Source: an optimization exercise on an open RTL-to-GDS flow (aim: small area, a short achievable clock period and few clock cycles per item). Production flows keep margins and buffers that such runs may drop.
The RTL was checked by simulation tests, not by an equivalence proof against the original design.

## flow/design.v (module list and top-level ports; edited modules follow where they fit)
// module samplerz_top: 871 lines
// module csa_fa: 10 lines
// module csa_ha: 9 lines
module samplerz_top (
  input  logic               clk,
  input  logic               rst_n_i,
  input  logic               start_i,
  input  logic [31:0]        mu_i,
  input  logic [15:0]        inv_sigma_prime_i,
  input  logic [15:0]        inv_sigma_sqr_div_2_i,
  input  logic               falcon_type_i,
  input  logic               rand_val_i,
  input  logic [23:0]        rand_cdt_i,
  input  logic               rand_b_i,
  input  logic [7:0]         rand_8_i,
  output logic               dout_val_o,
  output logic signed [15:0] w_o,
  output logic               request_rand_o,
  output logic               busy_o
);
  // ...
==> flow/flow/run.sh <==
#!/bin/bash
# standard synthesis and layout, with the port buffers inserted as buf_1 cells
# (every input and output port still gets its own buffer)
set -euo pipefail
MARGIN=5
bash standard.sh synth > synth.log 2>&1
MK=$(grep '^make ' standard.sh | sed 's/ "\${@:-finish}"$//' | sed "s/SETUP_SLACK_MARGIN=[-0-9.]*/SETUP_SLACK_MARGIN=$MARGIN/")
eval "$MK \"BUFFER_PORTS_ARGS=-buffer_cell sky130_fd_sc_hd__buf_1\" finish" > layout.log 2>&1
bash standard.sh finish > write_def.log 2>&1
==> flow/standard.sh <==
#!/bin/bash
# synth_recipe.tcl (not shown) runs the flow's synth.tcl, then flattens the netlist and writes it again
# the make line also repeats each setting of config.mk as NAME=value (left out here)
make -C /OpenROAD-flow-scripts/flow DESIGN_CONFIG=/design/flow/config.mk WORK_HOME=/design/flow/orfs CLKGATE_MAP_FILE= SYNTH_SCRIPT=/design/flow/synth_recipe.tcl "${@:-finish}"
==> flow/config.mk <==
export PLATFORM = sky130hd
export DESIGN_NAME = samplerz_top
export DESIGN_NICKNAME = samplerz_top
export VERILOG_FILES = /design/flow/design.v
export SDC_FILE = /design/flow/constraint.sdc
export NUM_CORES = 4
export LEC_CHECK = 0
export CAP_MARGIN = 20
export CORE_MARGIN = 2
export CORE_UTILIZATION = 60
export SETUP_SLACK_MARGIN = 5
export SLEW_MARGIN = 20
export SYNTH_HIERARCHICAL = 1
export SYNTH_MINIMUM_KEEP_SIZE = 0
==> flow/constraint.sdc <==
create_clock -name core_clock -period 11.0 [get_ports {clk}]
set_input_delay 2.2000 -clock core_clock [delete_from_list [all_inputs] [get_ports {clk}]]
set_output_delay 2.2000 -clock core_clock [all_outputs]
set_load 0.01 [all_outputs]
==> impl_metrics.py, run 1 <==
metrics = {
    "status": {
        "status": "finished clean",
    },
    "logic_synthesis": {
        "synth_edf_count": 74,
        "yosys_warnings": 11,
        "synth_fp_nets": 2709,
        "synth-compound-area-share_pct": 15.4,
    },
    "layout": {
        "final_common_cell": "xnor2_1",
        "bufAreaShareNonClock_pct": 2.73,
        "layout.non_clock_buffers": 143,
        "largest_register_ffs": 23,
        "finish.instance_area_sq_um": 23200,
        "final_core_util_pct": 65.1,
        "final_cell_mix": "xnor2_1 (291), fa_1 (270), a22oi_1 (179)",
        "regArea_sq_um": 4740,
        "nClkBuffers": 17,
    },
    "sta": {
        "fmax_mhz": 174,
        "hold_slack_ps": 332,
    },
    "floorplanning": {
        "design.die.area_sq_um": 37800,
        "die_w_microns": 194,
    },
    "drt": {
        "ant_nets": 0,
        "drt-met1-wl_microns": 23600,
    },
    "clock_network": {
        "cts_setup_buffers": 1,
        "cts_resized": 29,
    },
    "placement": {
        "pre_cts_slack_ps": 4680,
        "place_congestion": 0.893,
    },
    "worst_setup_path": {
        "r2r-end": "v1_q",
    },
}
Testbench counts, summed over its fixed seeds: cycles 13,624, samples 2,400.
==> inputs of run 2 (changes only) <==
--- a/flow/flow/run.sh
+++ b/flow/flow/run.sh
@@ -4,3 +4,3 @@
 set -euo pipefail
-MARGIN=5
+MARGIN=5.25
 bash standard.sh synth > synth.log 2>&1
==> impl_metrics.py, run 2 <==
metrics = {
    "sta": {
        "slew_headroom_pct": 21.6,
        "min_period_over_period_pct": 50.8,
        "finalSetupViolations": 0,
        "rsz0062_at_grt": "yes",
        "fmax_mhz": 179,
        "slew_violations": 0,
        "fin_skew_ps": 15.9,
        "finalSetupTns_ps": 0,
        "finalHoldViolations": 0,
        "min_period_ps": 5590,
        "tightest_slew_ps": 1170,
    },
    "drt": {
        "first_iter_violations": 1533,
        "wl_microns": 56700,
        "wl_per_cell_microns": 21.1,
        "ant_nets": 0,
        "num_vias": 16400,
        "route.detailed.drc": 0,
        "avgViaCountPerCell": 6.12,
        "drt_pass1_iterations": 21,
    },
    "placement": {
        "place_congestion": 0.893,
        "place_area_sq_um": 22300,
        "dp_hpwl_microns": 42500,
        "portBuffers": 120,
    },
    "clock_network": {
        "clock_sinks": 196,
        "cts_max_level": 4,
        "clk_latency_ps": 470,
        "root_buffer": "clkbuf_16",
        "cts_buffer_depth": 2,
        "cts_made_buffers": 17,
        "cts_tree": "built",
        "cts.clk_slew.worst_paths_ps": 90,
    },
    "floorplanning": {
        "design.die.area_sq_um": 37800,
        "io_pins": 121,
        "coreArea_sq_um": 35700,
        "placementRows": 69,
        "die_w_microns": 194,
        "start_util_pct": 61.0,
        "die_h_microns": 194,
    },
    "layout": {
        "final_cell_mix": "xnor2_1 (291), fa_1 (269), a22oi_1 (179)",
        "drive_gt1_share_pct": 8.56,
        "final_common_cell": "xnor2_1",
        "top_register": "mb_q",
        "area.growth.synth_to_final_pct": 8.20,
        "largest_register_ffs": 23,
        "finish.instance_area_sq_um": 23500,
        "layout.nets": 2738,
    },
    "worst_setup_path": {
        "worstRegToRegCells": 19,
        "rrSetupSlack_ps": 5410,
        "cp-start-kind": "register",
        "path_class": "reg2reg",
        "crit_arrival_ps": 6000,
        "cp-endpoint": "v1_q",
        "cp.required_ps": 11410,
        "path_max_fanout": 8,
        "crit_start": "t_3[1]",
        "r2r-end": "v1_q",
        "end_kind": "register",
        "timing.rr.start": "t_3[1]",
    },
    "global_route": {
        "grt_max_degree": 55,
        "antenna_found_initial": 0,
        "grt_pass1_wl_microns": 90900,
        "top_usage_layer": "met2",
        "overflow": 0,
        "met2_usage_pct": 51.9,
        "track_usage_pct": 30.8,
        "grt_util_met1_pct": 40.9,
        "met3_usage_pct": 4.44,
        "grt_pass1_vias": 16700,
    },
    "logic_synthesis": {
        "synth_cells": 2177,
        "synth_edf_count": 74,
        "syn_avg_cell_area_sq_um": 9.99,
        "yosys-top-cells-count": "xnor2_1 (291), fa_1 (274), a22oi_1 (179)",
        "netlist.area_leader.share_pct": 25.2,
        "yosys_warnings": 11,
        "synth_fp_nets": 2709,
        "synth_area_leaders": "fa_1 (25%), xnor2_1 (12%), dfxtp_1 (11%)",
        "synth_area_sq_um": 21800,
        "synthArstFlopShare_pct": 0,
        "synthMostInstantiatedCell": "xnor2_1",
        "synthFlopType": "dfxtp_1",
        "synth_seq_cells": 196,
        "synth_cell_type_count": 74,
        "synth.largest_area_cell": "fa_1",
        "seq_area_frac_synth_pct": 21.4,
    },
    "hold_path": {
        "min_path_type": "reg2reg",
    },
    "status": {
        "status": "finished clean",
    },
    "flow_run": {
        "max_cap_viol_count": 0,
    },
}
==> run 2: logic make-up (layout without fill, tap and decap cells) <==
| kind of cell | after synthesis | after routing | share of synthesized area, % |
|---|---|---|---|
| XOR/XNOR | 321 | 321 | 13.0 |
| AO/OA/AOI/OAI | 493 | 493 | 15.4 |
| AND/OR/NAND/NOR | 506 | 506 | 11.4 |
| adder cells (fa/ha/maj) | 430 | 430 | 34.2 |
| flip-flops | 196 | 196 | 21.4 |
| multiplexers | 15 | 15 | 0.897 |
| buffers and inverters | 215 | 257 | 3.76 |
| other | 1 | 4 | 0.0172 |
==> run 2: critical path, stage by stage (launching register included) <==
cell     delay [ps]
dfxtp_4         370
buf_12          130
ha_1            230
mux4_2          490
mux2i_2         280
a21oi_4         150
nor2b_2         170
fa_2            470
fa_2            400
fa_1            520
fa_1            430
ha_1            320
a21o_1          160
a21o_1          180
a21oi_2         140
o21ai_2          80
a31oi_4         220
or4b_4          520
nand4_4         100
and4_1          200
==> run 2: worst min path at each step <==
stage                  from  endpoint  slack [ps]  cells past startpoint
finish              r8_1[5]   r8_2[5]         330                      0
global route        r8_1[7]   r8_2[7]         340                      0
CTS                 r8_1[7]   r8_2[7]         340                      0
detailed placement  r8_1[7]   r8_2[7]         310                      0
global placement    r8_1[3]   r8_2[3]         320                      0
floorplan           r8_1[0]   r8_2[0]         310                      0
==> run 2: layout make-up <==
class | instances | area [sq um]
Multi-Input combinational cell | 1766 | 16500
Fill cell | 2870 | 12100
Sequential cell | 196 | 4800
Timing Repair Buffer | 160 | 793
Tap cell | 461 | 577
Clock buffer | 17 | 425
Inverter | 65 | 245
Clock inverter | 15 | 213
Antenna cell | 3 | 7.51
==> run 2: metrics by stage <==
| step | util, % | hold WS (ps) | std cells | setup slack (ps) |
|---|---|---|---|---|
| after floorplan | - | 310 | 2177 | 5260 |
| after global placement | 62.6 | 317 | 2624 | 4860 |
| after detailed placement | 62.6 | 313 | 2624 | 4680 |
| after CTS | 65.0 | 335 | 2662 | 5250 |
| after global routing | 66.0 | 343 | 2680 | 5180 |
| final | 66.0 | 331 | 2683 | 5410 |
==> run 2: repair_timing <==
item                                    4_1_cts  5_1_grt
endpoints found under the hold margin         0        0
pin swaps                                     4       19
gates resized for setup                      63       71
setup buffers                                 6       18
hold buffers                                  0        0
gates cloned                                  0        0
endpoints found under the setup margin       32       34
==> run 2: metal layers <==
metal	wire length (microns)	vias up	share of wire, %
li1	-	7592	-
met1	23900	8043	42
met2	27400	667	48
met3	3840	114	6.8
met4	1650	0	2.9
met5	0	-	0
==> run 2: per-module statistics from Yosys (local to each module, per instance) <==
module        area (sq um)  cells inside  copies in the design  flip-flops and latches
csa_ha                12.5             1                    50                       0
csa_fa                20.0             1                   271                       0
samplerz_top         15700          1856                     1                     196
==> inputs of run 3 (changes only) <==
--- a/flow/flow/run.sh
+++ b/flow/flow/run.sh
@@ -2,2 +2,3 @@
 # standard synthesis and layout, with the port buffers inserted as buf_1 cells
+# and the timing repair aiming at a 5.25 ns setup margin (clock and constraints unchanged)
 # (every input and output port still gets its own buffer)
--- a/flow/config.mk
+++ b/flow/config.mk
@@ -9,3 +9,3 @@
 export CORE_MARGIN = 2
-export CORE_UTILIZATION = 60
+export CORE_UTILIZATION = 55
 export SETUP_SLACK_MARGIN = 5
==> impl_metrics.py, run 3 <==
metrics = {
    "worst_setup_path": {
        "end_kind": "register",
        "crit_arrival_ps": 5950,
        "path_class": "reg2reg",
        "path_max_fanout": 24,
        "cp.required_ps": 11380,
        "cp-start-kind": "register",
    },
    "drt": {
        "num_vias": 16500,
        "ant_nets": 0,
        "wl_per_cell_microns": 21.5,
        "first_iter_violations": 1443,
        "avgViaCountPerCell": 6.00,
        "route.detailed.drc": 0,
        "wl_microns": 59100,
        "drt_pass1_iterations": 5,
    },
    "logic_synthesis": {
        "netlist.area_leader.share_pct": 25.2,
        "synth.largest_area_cell": "fa_1",
        "seq_area_frac_synth_pct": 21.4,
        "synthMostInstantiatedCell": "xnor2_1",
        "synth_seq_cells": 196,
        "synth_cell_type_count": 74,
        "synth_area_leaders": "fa_1 (25%), xnor2_1 (12%), dfxtp_1 (11%)",
        "yosys-top-cells-count": "xnor2_1 (291), fa_1 (274), a22oi_1 (179)",
        "synth_fp_nets": 2709,
        "syn_avg_cell_area_sq_um": 9.99,
        "synth_cells": 2177,
        "synth_edf_count": 74,
        "synthFlopType": "dfxtp_1",
        "synth_area_sq_um": 21800,
        "synthArstFlopShare_pct": 0,
        "yosys_warnings": 11,
    },
    "floorplanning": {
        "die_w_microns": 203,
        "die_h_microns": 203,
        "coreArea_sq_um": 38800,
        "io_pins": 121,
        "placementRows": 72,
        "start_util_pct": 56.0,
        "design.die.area_sq_um": 41200,
    },
    "placement": {
        "dpl.cell_count": 2680,
        "portBuffers": 120,
        "place_congestion": 0.901,
        "dp_hpwl_microns": 43300,
    },
    "clock_network": {
        "cts_buffer_depth": 2,
        "cts_made_buffers": 17,
        "cts.clk_slew.worst_paths_ps": 90,
        "cts_tree": "built",
        "clk_latency_ps": 490,
        "clock_sinks": 196,
        "root_buffer": "clkbuf_16",
        "cts_hold_buf": 0,
        "cts_max_level": 4,
    },
    "sta": {
        "finalHoldViolations": 0,
        "finalSetupViolations": 0,
        "min_period_ps": 5570,
        "min_period_over_period_pct": 50.6,
        "fmax_mhz": 180,
        "fin_skew_ps": 14.2,
        "tightest_slew_ps": 890,
        "finalSetupTns_ps": 0,
        "slew_violations": 0,
        "slew_headroom_pct": 40.6,
        "rsz0062_at_grt": "no",
    },
    "global_route": {
        "met2_usage_pct": 47.8,
        "top_usage_layer": "met2",
        "met3_usage_pct": 4.17,
        "track_usage_pct": 29.2,
        "antenna_found_initial": 1,
        "grt_util_met1_pct": 39.4,
        "grt_pass1_vias": 16600,
        "grt_max_degree": 73,
        "grt_pass1_wl_microns": 92300,
        "overflow": 0,
    },
    "layout": {
        "finalNonFillerCells": 2743,
        "largest_register_ffs": 23,
        "final_core_util_pct": 61.1,
        "layout.nets": 2744,
        "area.growth.synth_to_final_pct": 9.09,
        "final_cell_mix": "xnor2_1 (291), fa_1 (268), a22oi_1 (179)",
        "final_common_cell": "xnor2_1",
        "n_antenna_cell": 0,
        "drive_gt1_share_pct": 8.72,
        "top_register": "mb_q",
    },
    "status": {
        "status": "finished clean",
    },
    "hold_path": {
        "min_path_type": "reg2reg",
    },
    "flow_run": {
        "max_cap_viol_count": 0,
    },
}
run 3: cell counts after synthesis:
Identical to the previous run, type by type.
run 3: final timing paths:
path / startpoint / end / slack (ps) / cells past startpoint
max: neg_q[0] / t_3[10] / 5430 / 16
min: r8_2[0] / r8_3[0] / 330 / 0
max reg2reg: neg_q[0] / t_3[10] / 5430 / 16
min reg2reg: r8_2[0] / r8_3[0] / 330 / 0
run 3: repair_timing:
item / in CTS / in global routing
resized for setup: 65 / 76
setup buffers: 3 / 28
pin swaps: 3 / 17
endpoints found under the setup margin: 37 / 28
run 3: per-module statistics from Yosys (local to each module, per instance):
| module | cell area (sq um) | cells | times used |
|---|---|---|---|
| csa_ha | 12.5 | 1 | 50 |
| csa_fa | 20.0 | 1 | 271 |
| samplerz_top | 15700 | 1856 | 1 |
run 3: metal layers:
metal  up-vias  wire [microns]
met1      8105           25800
met5         -               9
li1       7597               -
met3       129            3620
met2       621           27800
met4         2            1850
run 3: through the flow:
step | worst slack (ps) | hold WS [ps] | cell area (sq um)
after floorplan | 5260 | 310 | 21800
after global placement | 4680 | 315 | 22400
after detailed placement | 4470 | 314 | 22400
after CTS | 5200 | 334 | 23200
after global routing | 5240 | 330 | 23700
final | 5430 | 326 | 23700
run 3: cell type report:
type | instances | area, sq um
multi-input cells | 1766 | 16500
fillers | 3301 | 15100
flip-flops and latches | 196 | 4820
repair buffers | 166 | 886
well taps | 518 | 648
clock buffers | 17 | 425
inverters | 65 | 245
clock inverters | 15 | 244
run 3: kinds of logic (layout without fill, tap and decap cells):
family | after synthesis | in the layout | share of synthesized area (%)
xor gates and xnor gates | 321 | 321 | 13.0
AOI/OAI and AO/OA | 493 | 493 | 15.4
buffers and inverters | 215 | 263 | 3.76
muxes | 15 | 15 | 0.897
and+or+nand+nor | 506 | 506 | 11.4
adders and majority gates | 430 | 430 | 34.2
other | 1 | 1 | 0.0172
DFF | 196 | 196 | 21.4
run 3: worst max-delay path: stages, from the launching register on:
cell and delay, ps:
dfxtp_1 340, buf_6 290, xnor2_1 190, fa_1 480
fa_1 490, fa_1 400, fa_1 510, fa_1 430
ha_1 360, a21o_1 200, a21oi_1 280, nand2b_1 240
o211ai_1 410, a31oi_2 210, a31oi_1 280, o21ai_0 150
a21o_1 200
==> inputs of run 4 (changes only) <==
--- a/flow/config.mk
+++ b/flow/config.mk
@@ -9,3 +9,3 @@
 export CORE_MARGIN = 2
-export CORE_UTILIZATION = 55
+export CORE_UTILIZATION = 65
 export SETUP_SLACK_MARGIN = 5
==> impl_metrics.py, run 4 <==
metrics = {
    "status": {
        "status": "finished clean",
    },
    "worst_setup_path": {
        "end_kind": "register",
        "critPathMaxStageDelay_ps": 570,
        "path_class": "reg2reg",
        "cp.required_ps": 11360,
        "r2r-end": "t_3[10]",
        "worstRegToRegCells": 16,
        "path_max_fanout": 49,
        "timing.rr.start": "neg_q[7]",
        "cp_common_cell": "fa_1",
        "crit_arrival_ps": 5960,
        "rrSetupSlack_ps": 5400,
        "crit_slowest_cell": "fa_1",
        "crit_path_cell_trace": "clkbuf_8 > and2_1 > fa_1 > fa_1 > fa_1 > fa_1 > fa_1 > ha_1 > a21o_1 > a21oi_2 > a21oi_1 > o211ai_1 > a31oi_4 > a41oi_1 > o21a_1 > a21o_1",
        "cp-start-kind": "register",
    },
    "global_route": {
        "grt_pass1_wl_microns": 90300,
        "overflow": 0,
        "grt_max_degree": 73,
        "grt_pass1_vias": 17000,
        "antenna_found_initial": 0,
        "track_usage_pct": 32.9,
    },
    "floorplanning": {
        "coreArea_sq_um": 32800,
        "die_h_microns": 187,
        "start_util_pct": 66.3,
        "die_w_microns": 187,
        "placementRows": 66,
        "design.die.area_sq_um": 34900,
        "io_pins": 121,
    },
    "sta": {
        "finalSetupViolations": 0,
        "slew_violations": 0,
        "tightest_slew_ps": 1090,
        "fin_skew_ps": 16.2,
        "finalSetupTns_ps": 0,
        "fmax_mhz": 178,
        "finalHoldViolations": 0,
        "min_period_ps": 5600,
        "hold_slack_ps": 325,
        "min_period_over_period_pct": 50.9,
        "slew_headroom_pct": 27.0,
        "rsz0062_at_grt": "yes",
    },
    "clock_network": {
        "cts_tree": "built",
        "cts_max_level": 4,
        "clk_latency_ps": 460,
        "root_buffer": "clkbuf_16",
        "cts_buffer_depth": 2,
        "cts_hold_buf": 0,
        "cts.clk_slew.worst_paths_ps": 90,
        "clock_sinks": 196,
        "cts_made_buffers": 17,
    },
    "drt": {
        "route.detailed.drc": 0,
        "wl_per_cell_microns": 21.3,
        "num_vias": 16700,
        "first_iter_violations": 1328,
        "wl_microns": 56800,
        "drt_pass1_iterations": 6,
        "ant_nets": 0,
        "avgViaCountPerCell": 6.28,
    },
    "logic_synthesis": {
        "synth_cell_type_count": 74,
        "synth_cells": 2177,
        "syn_avg_cell_area_sq_um": 9.99,
        "synthArstFlopShare_pct": 0,
        "synthMostInstantiatedCell": "xnor2_1",
        "synth_seq_cells": 196,
        "synth_fp_nets": 2709,
        "yosys_warnings": 11,
        "synth_edf_count": 74,
        "netlist.area_leader.share_pct": 25.2,
        "synth_area_sq_um": 21800,
        "yosys-top-cells-count": "xnor2_1 (291), fa_1 (274), a22oi_1 (179)",
        "seq_area_frac_synth_pct": 21.4,
        "synthFlopType": "dfxtp_1",
        "synth_area_leaders": "fa_1 (25%), xnor2_1 (12%), dfxtp_1 (11%)",
        "synth.largest_area_cell": "fa_1",
    },
    "layout": {
        "drive_gt1_share_pct": 7.85,
        "finalNonFillerCells": 2659,
        "final_common_cell": "xnor2_1",
        "largest_register_ffs": 23,
        "final_core_util_pct": 71.5,
        "n_antenna_cell": 0,
        "final_cell_mix": "xnor2_1 (291), fa_1 (267), a22oi_1 (179)",
        "area.growth.synth_to_final_pct": 7.73,
        "layout.nets": 2736,
        "top_register": "mb_q",
        "n_fill_cell": 2496,
    },
    "flow_run": {
        "max_cap_viol_count": 0,
    },
    "placement": {
        "place_congestion": 0.943,
        "dp_hpwl_microns": 41300,
        "portBuffers": 120,
        "dpl.cell_count": 2613,
    },
    "hold_path": {
        "hold_path_depth": 0,
        "hp-start": "r8_2[4]",
        "min_path_type": "reg2reg",
        "worstHoldEndpoint": "r8_3[4]",
    },
}
==> run 4: worst max path at each step <==
| stage | start | slack, ps | cells after the start | to |
|---|---|---|---|---|
| after floorplan | t_3[1] | 5260 | 21 | v1_q |
| after global placement | t_3[1] | 4950 | 21 | busy_q |
| after detailed placement | t_3[1] | 4700 | 20 | v1_q |
| after CTS | t_3[1] | 5250 | 20 | v1_q |
| after global routing | t_3[4] | 5190 | 18 | busy_q |
| final | neg_q[7] | 5400 | 16 | t_3[10] |
==> run 4: metrics by stage <==
step / instance area, sq um / worst slack [ps]
final: 23400 / 5400
after global routing: 23400 / 5190
after CTS: 23100 / 5250
after detailed placement: 22400 / 4700
after global placement: 22400 / 4950
after floorplan: 21800 / 5260
==> run 4: per-layer routing <==
metal  GRT usage, %  vias up  share of wire, %
li1               -     7586                 -
met3           5.38      143               7.1
met5          0.275        -                 0
met4           12.3        0               3.3
met1           43.4     8176                41
met2           54.7      781                48
==> run 4: cells by family after synthesis <==
family,Yosys count,synth area share (%)
flip-flops,196,21.4
XOR/XNOR,321,13.0
adder cells (fa/ha/maj),430,34.2
other,1,0.0172
AND/OR/NAND/NOR,506,11.4
AO/OA/AOI/OAI,493,15.4
multiplexers,15,0.897
buffers and inverters,215,3.76
==> run 4: Yosys stat by module (local to each module, per instance) <==
module        cells  copies in the design  cell area, sq um
csa_ha            1                    50              12.5
samplerz_top   1856                     1             15700
csa_fa            1                   271              20.0
==> run 4: timing repair <==
| action | 4_1_cts | 5_1_grt |
|---|---|---|
| setup endpoints to repair | 33 | 31 |
| pin swaps | 4 | 14 |
| hold endpoints to repair | 0 | 0 |
| setup buffers | 3 | 11 |
| resized for setup | 46 | 53 |
==> run 4: critical path: cells and delay by family (launching register included) <==
kind | cells | cell delay, ps
adder cells (fa/ha/maj) | 6 | 2740
AO/OA/AOI/OAI | 8 | 1880
flip-flops | 1 | 330
buffers and inverters | 1 | 280
AND/OR/NAND/NOR | 1 | 270
==> run 4: final cells by class <==
class | instances | area, sq um | area share [%]
flip-flops and latches | 196 | 4750 | 20.3
well taps | 442 | 553 | 2.36
multi-input cells | 1766 | 16500 | 70.3
clock buffers | 17 | 425 | 1.82
clock inverters | 15 | 200 | 0.854
inverters | 65 | 249 | 1.06
repair buffers | 158 | 774 | 3.31

## port drivers added, routing unchanged
Ports are ideal in the flow. The routed layouts listed here were re-timed in OpenROAD.
Step 1: set_driving_cell puts a clkbuf_16 on clk and a buf_2 on each other input, an assumption about the parent block.
Step 2 also shifts input and output timing later by t, the mid clock arrival at the registers, as if the neighbouring blocks saw the same clock.
a / b / c = no drivers / after step 1 / after step 2; a / b = the first two.
run	shift t [ns]	setup slack, ns	hold WS [ns]	latest minus earliest clock arrival (ns)	pins driven straight from the clock port
run 1	0.516	5.246 / 5.246 / 5.246	0.332 / 0.332 / 0.332	0.016 / 0.017	1
run 2	0.518	5.410 / 5.410 / 5.410	0.331 / 0.331 / 0.331	0.016 / 0.016	1
run 3	0.544	5.430 / 5.430 / 5.430	0.326 / 0.326 / 0.326	0.019 / 0.019	1
run 4	0.512	5.397 / 5.397 / 5.397	0.325 / 0.325 / 0.325	0.017 / 0.017	1
After both steps setup and hold are still met in every run listed.
